Background: an optimization exercise with open tools, aiming at small area and few clock cycles. Do not read the settings as production practice.
RTL that was checked went through simulation tests only; none was proved equivalent to the original.

## old
## bracket_quote_value_checker_core
module bracket_quote_value_checker_core (
   input  logic        clock,
   input  logic        reset,
   input  logic        req_valid,
   output logic        req_ready,
   input  logic [7:0]  req_text_byte,
   input  logic        req_end_of_text,
   output logic        rsp_valid,
   input  logic        rsp_ready,
   output logic        rsp_has_byte,
   output logic [7:0]  rsp_value_byte,
   output logic        rsp_terminated,
   output logic [3:0]  rsp_error_code,
   output logic [15:0] rsp_error_pos,
   output logic [15:0] rsp_error_len,
   output logic        rsp_last_result,
   input  logic        csr_valid,
   output logic        csr_ready,
   input  logic        csr_at_mode
);
==> flow/config.mk <==
export PLATFORM = sky130hd
export DESIGN_NAME = bracket_quote_value_checker_core
export DESIGN_NICKNAME = bracket_quote_value_checker_core
export VERILOG_FILES = /design/flow/design.v
export SDC_FILE = /design/flow/constraint.sdc
export NUM_CORES = 4
export LEC_CHECK = 0
export CAP_MARGIN = 20
export CORE_MARGIN = 2
export CORE_UTILIZATION = 65
export CTS_CLUSTER_DIAMETER = 100
export CTS_CLUSTER_SIZE = 30
export PLACE_DENSITY = 0.85
export SLEW_MARGIN = 20
export SYNTH_HIERARCHICAL = 1
==> flow/constraint.sdc <==
create_clock -name core_clock -period 6.0 [get_ports {clock}]
set_input_delay 1.2000 -clock core_clock [delete_from_list [all_inputs] [get_ports {clock}]]
set_output_delay 1.2000 -clock core_clock [all_outputs]
set_load 0.01 [all_outputs]
standard.sh (not shown) runs the stock make flow with config.mk's settings and CLKGATE_MAP_FILE= SYNTH_SCRIPT=/design/flow/synth_recipe.tcl, a recipe that flattens the netlist after the stock synthesis.
==> flow/flow/run.sh <==
#!/bin/bash
# The standard layout, with three changes:
#  - synthesis maps the logic with an area-oriented ABC script (flow/abc_map.script) in
#    place of ORFS's abc_speed.script; everything else in synthesis, and every register,
#    is as in the standard synthesis (the scripts folder is an unchanged copy otherwise);
#  - the port buffers are the smallest plain buffer (buffer_ports otherwise picks a delay cell);
#  - clock tree synthesis adds no dummy loads.
# The make output goes to standard.log; each ORFS step keeps its own log under orfs/logs/.
set -euo pipefail
rm -rf scripts_abc
cp -r "$FLOW_HOME/scripts" scripts_abc
cp flow/abc_map.script scripts_abc/abc_speed.script
bash standard.sh \
  SCRIPTS_DIR="$PWD/scripts_abc" \
  BUFFER_PORTS_ARGS="-buffer_cell sky130_fd_sc_hd__buf_1" \
  CTS_ARGS="-sink_clustering_enable -repair_clock_nets -sink_clustering_size 30 -sink_clustering_max_diameter 100 -dont_use_dummy_load" \
  finish > standard.log 2>&1
==> flow/flow/abc_map.script <==
&get -n
&st
&dch
&nf -a
&st
&syn2
&synch2
&nf -a
&st
&dch
&nf -a
&put
topo
stime -c
Testbench counts of old, summed over its fixed seeds: cycles 42,797.
Changes in new relative to old:
-- flow/design.v --
<<< old, line 38
module bqvc_ram (
   input  logic        clock,
   input  logic        push,
   input  logic        pop,
>>> new, line 38
module bqvc_ram (
   input  logic        clock,
   input  logic        reset,
   input  logic        push,
   input  logic        pop,
<<< old, line 46
   logic [17:0] stk_ff [16];
   logic [17:0] stk_in [16];
   always_comb begin
      for (int i = 0; i < 16; i++) begin
         stk_in[i] = ({18{hold}} & stk_ff[i]) |
                     ({18{push}} & ((i == 0) ? push_entry : stk_ff[(i + 15) % 16])) |
                     ({18{pop}} & ((i == 15) ? 18'd0 : stk_ff[(i + 1) % 16]));
      end
   end
   always_ff @(posedge clock) begin
      for (int i = 0; i < 16; i++) begin
         stk_ff[i] <= stk_in[i];
      end
   end
   assign top_entry = stk_ff[0];
endmodule
module bracket_quote_value_checker_core (
>>> new, line 47
   logic [17:0] stk_ff [16];
   logic [17:0] stk_in [16];
   logic        inv_ff;
   always_comb begin
      for (int i = 0; i < 16; i++) begin
         stk_in[i] = ~(({18{hold}} & stk_ff[i]) |
                       ({18{push}} & ((i == 0) ? (push_entry ^ {18{inv_ff}}) : stk_ff[(i + 15) % 16])) |
                       ({18{pop}} & ((i == 15) ? 18'd0 : stk_ff[(i + 1) % 16])));
      end
   end
   always_ff @(posedge clock) begin
      if (reset) begin
         inv_ff <= 1'b0;
      end else begin
         inv_ff <= !inv_ff;
      end
      for (int i = 0; i < 16; i++) begin
         stk_ff[i] <= stk_in[i];
      end
   end
   assign top_entry = stk_ff[0] ^ {18{inv_ff}};
endmodule
module bracket_quote_value_checker_core (
<<< old, line 310
   bqvc_ram u_stack (
      .clock      (clock),
      .push       (sh_push),
      .pop        (sh_pop),
>>> new, line 317
   bqvc_ram u_stack (
      .clock      (clock),
      .reset      (reset),
      .push       (sh_push),
      .pop        (sh_pop),
==> comparison <==
- Between old and new, the area growth from synthesis to final layout figures differ only marginally.
- The final critical-path required period number comes out lower for new vs old.
- Routed wire length on new is ahead of old.
- Beginning of the critical path: la_ff[1] -> new, be_ff -> old
- new -> old: post-synthesis adder-cell area fraction flat
- From old to new, aggregate global routing overflow did not move at all.
Testbench counts of new, summed over its fixed seeds: cycles 42,797.

---

The RTL this note starts from:
==> flow/design.v <==
package bqvc_pkg;
   localparam logic [7:0] CH_TAB     = 8'h09;
   localparam logic [7:0] CH_LF      = 8'h0A;
   localparam logic [7:0] CH_VT      = 8'h0B;
   localparam logic [7:0] CH_FF      = 8'h0C;
   localparam logic [7:0] CH_CR      = 8'h0D;
   localparam logic [7:0] CH_SPACE   = 8'h20;
   localparam logic [7:0] CH_DQUOTE  = 8'h22;
   localparam logic [7:0] CH_SQUOTE  = 8'h27;
   localparam logic [7:0] CH_LPAREN  = 8'h28;
   localparam logic [7:0] CH_RPAREN  = 8'h29;
   localparam logic [7:0] CH_STAR    = 8'h2A;
   localparam logic [7:0] CH_SLASH   = 8'h2F;
   localparam logic [7:0] CH_SEMI    = 8'h3B;
   localparam logic [7:0] CH_LBRACK  = 8'h5B;
   localparam logic [7:0] CH_BSLASH  = 8'h5C;
   localparam logic [7:0] CH_RBRACK  = 8'h5D;
   localparam logic [7:0] CH_LBRACE  = 8'h7B;
   localparam logic [7:0] CH_RBRACE  = 8'h7D;
   localparam logic [6:0] LA_NONE  = 7'd1;
   localparam logic [6:0] LA_SLASH = 7'd2;
   localparam logic [6:0] LA_LINE  = 7'd4;
   localparam logic [6:0] LA_BLOCK = 7'd8;
   localparam logic [6:0] LA_STAR  = 7'd16;
   localparam logic [6:0] LA_QUOTE = 7'd32;
   localparam logic [6:0] LA_ESC   = 7'd64;
   localparam int LB_NONE  = 0;
   localparam int LB_SLASH = 1;
   localparam int LB_LINE  = 2;
   localparam int LB_BLOCK = 3;
   localparam int LB_STAR  = 4;
   localparam int LB_QUOTE = 5;
   localparam int LB_ESC   = 6;
   localparam logic [1:0] QM_NONE   = 2'd0;
   localparam logic [1:0] QM_DOUBLE = 2'd1;
   localparam logic [1:0] QM_SINGLE = 2'd2;
endpackage
module bracket_quote_value_checker_core (
   input  logic        clock,
   input  logic        reset,
   input  logic        req_valid,
   output logic        req_ready,
   input  logic [7:0]  req_text_byte,
   input  logic        req_end_of_text,
   output logic        rsp_valid,
   input  logic        rsp_ready,
   output logic        rsp_has_byte,
   output logic [7:0]  rsp_value_byte,
   output logic        rsp_terminated,
   output logic [3:0]  rsp_error_code,
   output logic [15:0] rsp_error_pos,
   output logic [15:0] rsp_error_len,
   output logic        rsp_last_result,
   input  logic        csr_valid,
   output logic        csr_ready,
   input  logic        csr_at_mode
);
   logic        bv_ff;
   logic [7:0]  bb_ff;
   logic        be_ff;
   logic        at_mode_ff;
   logic [15:0] off_ff, off_in;
   logic [15:0] qstart_ff;
   logic [4:0]  top_ff, top_in;
   logic [1:0]  quote_ff, quote_in;
   logic [6:0]  la_ff, la_in;
   logic        qopen;
   logic [17:0] stk_ff [16];
   logic [17:0] top_ent;
   logic [1:0]  top_kind;
   logic [15:0] top_pos;
   logic        push, pop;
   logic        sh_push, sh_pop, sh_hold;
   logic [17:0] stk_in [16];
   logic [7:0]  b;
   logic        is_blank, is_open, is_close, kind_match;
   logic [1:0]  b_kind;
   logic        depth_zero, depth_full;
   logic [15:0] off_inc;
   logic        res, last;
   logic        o_has, o_term;
   logic [7:0]  o_byte;
   logic [3:0]  o_code;
   logic        sel_off, sel_q, sel_t, sel_d;
   logic [15:0] sub_x, diff;
   logic        take, consume, step;
   assign b          = bb_ff;
   assign depth_zero = top_ff[4];
   assign depth_full = (top_ff == 5'd15);
   assign off_inc    = off_ff + 16'd1;
   assign is_blank   = (b == bqvc_pkg::CH_SPACE) || (b == bqvc_pkg::CH_TAB) || (b == bqvc_pkg::CH_LF) ||
                       (b == bqvc_pkg::CH_VT) || (b == bqvc_pkg::CH_FF) || (b == bqvc_pkg::CH_CR);
   assign is_open    = (b == bqvc_pkg::CH_LPAREN) || (b == bqvc_pkg::CH_LBRACK) || (b == bqvc_pkg::CH_LBRACE);
   assign is_close   = (b == bqvc_pkg::CH_RPAREN) || (b == bqvc_pkg::CH_RBRACK) || (b == bqvc_pkg::CH_RBRACE);
   assign b_kind     = (b == bqvc_pkg::CH_LPAREN || b == bqvc_pkg::CH_RPAREN) ? 2'd0 :
                       (b == bqvc_pkg::CH_LBRACK || b == bqvc_pkg::CH_RBRACK) ? 2'd1 : 2'd2;
   assign top_ent = stk_ff[0];
   assign top_kind   = top_ent[17:16];
   assign top_pos    = top_ent[15:0];
   assign kind_match = (top_kind == b_kind);
   always_comb begin
      off_in   = off_ff;
      top_in   = top_ff;
      quote_in = quote_ff;
      la_in    = la_ff;
      qopen    = 1'b0;
      push     = 1'b0;
      pop      = 1'b0;
      res      = 1'b0;
      last     = 1'b1;
      o_has    = 1'b0;
      o_byte   = 8'd0;
      o_term   = 1'b0;
      o_code   = 4'd0;
      sel_off  = 1'b0;
      sel_q    = 1'b0;
      sel_t    = 1'b0;
      sel_d    = 1'b0;
      if (be_ff) begin
         if (la_ff[bqvc_pkg::LB_SLASH]) begin
            res    = 1'b1;
            o_has  = 1'b1;
            o_byte = bqvc_pkg::CH_SLASH;
            last   = depth_zero;
            la_in  = bqvc_pkg::LA_NONE;
         end else if (la_ff[bqvc_pkg::LB_BLOCK] || la_ff[bqvc_pkg::LB_STAR]) begin
            res    = 1'b1;
            o_code = 4'd8;
            sel_d  = 1'b1;
            last   = depth_zero;
            la_in  = bqvc_pkg::LA_NONE;
         end else if (quote_ff != bqvc_pkg::QM_NONE && !la_ff[bqvc_pkg::LB_QUOTE]) begin
            res    = 1'b1;
            o_code = 4'd7;
            sel_q  = 1'b1;
         end else if (!depth_zero) begin
            res    = 1'b1;
            o_code = 4'd4 + {2'd0, top_kind};
            sel_t  = 1'b1;
         end
         if (last) begin
            off_in   = 16'd0;
            top_in   = 5'h1f;
            quote_in = bqvc_pkg::QM_NONE;
            la_in    = bqvc_pkg::LA_NONE;
         end
      end else if (la_ff[bqvc_pkg::LB_SLASH] && (b == bqvc_pkg::CH_SLASH || b == bqvc_pkg::CH_STAR)) begin
         la_in  = (b == bqvc_pkg::CH_SLASH) ? bqvc_pkg::LA_LINE : bqvc_pkg::LA_BLOCK;
         off_in = off_inc;
      end else if (la_ff[bqvc_pkg::LB_SLASH]) begin
         res    = 1'b1;
         o_has  = 1'b1;
         o_byte = bqvc_pkg::CH_SLASH;
         last   = 1'b0;
         la_in  = bqvc_pkg::LA_NONE;
      end else if ((la_ff[bqvc_pkg::LB_LINE] && b != bqvc_pkg::CH_LF && b != bqvc_pkg::CH_CR) ||
                   la_ff[bqvc_pkg::LB_BLOCK] || la_ff[bqvc_pkg::LB_STAR]) begin
         off_in = off_inc;
         if (!la_ff[bqvc_pkg::LB_LINE]) begin
            if (b == bqvc_pkg::CH_STAR)
               la_in = bqvc_pkg::LA_STAR;
            else if (la_ff[bqvc_pkg::LB_STAR] && b == bqvc_pkg::CH_SLASH)
               la_in = bqvc_pkg::LA_NONE;
            else
               la_in = bqvc_pkg::LA_BLOCK;
         end
      end else if (la_ff[bqvc_pkg::LB_ESC] || (la_ff[bqvc_pkg::LB_QUOTE] && b == bqvc_pkg::CH_DQUOTE)) begin
         res    = 1'b1;
         o_has  = 1'b1;
         o_byte = b;
         off_in = off_inc;
         la_in  = bqvc_pkg::LA_NONE;
      end else begin
         la_in = bqvc_pkg::LA_NONE;
         if (quote_ff == bqvc_pkg::QM_NONE || la_ff[bqvc_pkg::LB_QUOTE]) begin
            quote_in = bqvc_pkg::QM_NONE;
            if (depth_zero && (is_blank || (b == bqvc_pkg::CH_RBRACK && !at_mode_ff))) begin
               res    = 1'b1;
               o_term = 1'b1;
               off_in = 16'd0;
            end else if (b == bqvc_pkg::CH_SLASH) begin
               la_in  = bqvc_pkg::LA_SLASH;
               off_in = off_inc;
            end else begin
               res    = 1'b1;
               o_has  = 1'b1;
               o_byte = b;
               off_in = off_inc;
               if (b == bqvc_pkg::CH_DQUOTE || b == bqvc_pkg::CH_SQUOTE) begin
                  quote_in = (b == bqvc_pkg::CH_DQUOTE) ? bqvc_pkg::QM_DOUBLE : bqvc_pkg::QM_SINGLE;
                  qopen    = 1'b1;
               end else if (is_open) begin
                  if (depth_full) begin
                     o_code  = 4'd9;
                     sel_off = 1'b1;
                  end else begin
                     push   = 1'b1;
                     top_in = top_ff + 5'd1;
                  end
               end else if (is_close) begin
                  if (depth_zero) begin
                     o_code  = 4'd1 + {2'd0, b_kind};
                     sel_off = 1'b1;
                  end else if (kind_match) begin
                     pop    = 1'b1;
                     top_in = top_ff - 5'd1;
                  end else begin
                     o_code  = 4'd4 + {2'd0, top_kind};
                     sel_off = 1'b1;
                  end
               end else if (b == bqvc_pkg::CH_SEMI && !depth_zero) begin
                  o_code  = 4'd4 + {2'd0, top_kind};
                  sel_off = 1'b1;
                  top_in  = 5'h1f;
               end
            end
         end else begin
            res    = 1'b1;
            o_has  = 1'b1;
            o_byte = b;
            off_in = off_inc;
            if (quote_ff == bqvc_pkg::QM_SINGLE) begin
               if (b == bqvc_pkg::CH_BSLASH)
                  la_in = bqvc_pkg::LA_ESC;
               else if (b == bqvc_pkg::CH_SQUOTE)
                  quote_in = bqvc_pkg::QM_NONE;
            end else if (b == bqvc_pkg::CH_DQUOTE) begin
               la_in = bqvc_pkg::LA_QUOTE;
            end
         end
      end
   end
   assign sub_x = sel_q ? qstart_ff : sel_t ? top_pos : 16'd2;
   assign diff  = off_ff - sub_x;
   assign rsp_valid       = bv_ff && res;
   assign rsp_has_byte    = o_has;
   assign rsp_value_byte  = o_byte;
   assign rsp_terminated  = o_term;
   assign rsp_error_code  = o_code;
   assign rsp_error_pos   = ({16{sel_off}} & off_ff) | ({16{sel_q}} & qstart_ff) |
                            ({16{sel_t}} & top_pos) | ({16{sel_d}} & diff);
   assign rsp_error_len   = (sel_q || sel_t) ? diff : {15'd0, sel_off || sel_d};
   assign rsp_last_result = last;
   assign take      = res && rsp_ready;
   assign step      = bv_ff && (!res || rsp_ready);
   assign consume   = step && last;
   assign req_ready = !bv_ff || consume;
   assign csr_ready = req_ready;
   always_ff @(posedge clock) begin
      if (reset) begin
         bv_ff      <= 1'b0;
         at_mode_ff <= 1'b0;
         off_ff     <= 16'd0;
         top_ff     <= 5'h1f;
         quote_ff   <= bqvc_pkg::QM_NONE;
         la_ff      <= bqvc_pkg::LA_NONE;
      end else begin
         if (req_ready) begin
            bv_ff <= req_valid;
         end
         if (csr_valid && csr_ready) begin
            at_mode_ff <= csr_at_mode;
         end
         if (step) begin
            off_ff   <= off_in;
            top_ff   <= top_in;
            quote_ff <= quote_in;
            la_ff    <= la_in;
         end
      end
   end
   always_ff @(posedge clock) begin
      if (req_ready) begin
         bb_ff <= req_text_byte;
         be_ff <= req_end_of_text;
      end
      if (step && qopen) begin
         qstart_ff <= off_ff;
      end
   end
   assign sh_push = step && push;
   assign sh_pop  = step && pop;
   assign sh_hold = !sh_push && !sh_pop;
   always_comb begin
      for (int i = 0; i < 16; i++) begin
         stk_in[i] = ({18{sh_hold}} & stk_ff[i]) |
                     ({18{sh_push}} & ((i == 0) ? {b_kind, off_ff} : stk_ff[(i + 15) % 16])) |
                     ({18{sh_pop}} & ((i == 15) ? 18'd0 : stk_ff[(i + 1) % 16]));
      end
   end
   always_ff @(posedge clock) begin
      for (int i = 0; i < 16; i++) begin
         stk_ff[i] <= stk_in[i];
      end
   end
endmodule
clock: 6.0 ns
lec_check: 0
cap_margin: 20
core_margin: 2
core_utilization: 65
cts_cluster_diameter: 100
cts_cluster_size: 30
place_density: 0.85
slew_margin: 20
==> flow/flow/run.sh <==
#!/bin/bash
# The standard layout, with two changes: the port buffers are the smallest plain buffer
# (buffer_ports otherwise picks a delay cell), and clock tree synthesis adds no dummy loads.
# The make output goes to standard.log; each ORFS step keeps its own log under orfs/logs/.
set -euo pipefail
bash standard.sh \
  BUFFER_PORTS_ARGS="-buffer_cell sky130_fd_sc_hd__buf_1" \
  CTS_ARGS="-sink_clustering_enable -repair_clock_nets -sink_clustering_size 30 -sink_clustering_max_diameter 100 -dont_use_dummy_load" \
  finish > standard.log 2>&1
Testbench counts at the start, summed over its fixed seeds: cycles 43,956.
Change:
--- a/flow/design.v
+++ b/flow/design.v
@@ -230,15 +230,14 @@
          end
       end
    end
-   assign sub_x = sel_q ? qstart_ff : sel_t ? top_pos : 16'd2;
+   assign sub_x = sel_q ? qstart_ff : sel_t ? top_pos : {14'd0, sel_d, 1'b0};
    assign diff  = off_ff - sub_x;
    assign rsp_valid       = bv_ff && res;
    assign rsp_has_byte    = o_has;
    assign rsp_value_byte  = o_byte;
    assign rsp_terminated  = o_term;
    assign rsp_error_code  = o_code;
-   assign rsp_error_pos   = ({16{sel_off}} & off_ff) | ({16{sel_q}} & qstart_ff) |
-                            ({16{sel_t}} & top_pos) | ({16{sel_d}} & diff);
+   assign rsp_error_pos   = (sel_q || sel_t) ? sub_x : ({16{sel_off || sel_d}} & diff);
    assign rsp_error_len   = (sel_q || sel_t) ? diff : {15'd0, sel_off || sel_d};
    assign rsp_last_result = last;
    assign take      = res && rsp_ready;
After rerunning:
- clock-buffer cell count stays the same
- setup slack is worse by 0.22 ns
- fmax drops by 3.9%
- routed wire length came out lower by 4.7%
- via count went down by 6.7%
- global-route usage drops by 1.8 points
- cell area is higher by 1.2%
- area after synthesis is higher by 0.94%
- core utilization decreases by 0.66 points
Function not checked in the second run of this note: the RTL went through the layout flow alone.

re-timing with driven ports:
How much do the figures lean on ideal ports? The routed layouts below were timed once more, with nothing changed but the port constraints.
Step 1: set_driving_cell puts a clkbuf_16 on clock and a buf_2 on each other input, an assumption about the parent block.
Step 2 times the ports against the registers' clock, not the clock port: input delays grow and output delays shrink by t, the midpoint of the rising clock arrivals with the driver on.
Slacks: ideal ports / drivers / drivers and shift; pairs: ideal ports / drivers.
run	shift t [ns]	setup slack, ns	hold slack, ns	clock arrival spread, ns
old	0.527	0.264 / 0.216 / 0.743	0.455 / 0.455 / 0.455	0.084 / 0.084
new	0.541	0.309 / 0.259 / 0.800	0.446 / 0.446 / 0.446	0.048 / 0.048
the first run of note 2	0.534	0.648 / 0.599 / 1.133	0.459 / 0.459 / 0.459	0.021 / 0.021
the second run of note 2	0.534	0.431 / 0.388 / 0.922	0.457 / 0.457 / 0.457	0.030 / 0.030
After both steps setup and hold are still met in every run listed.
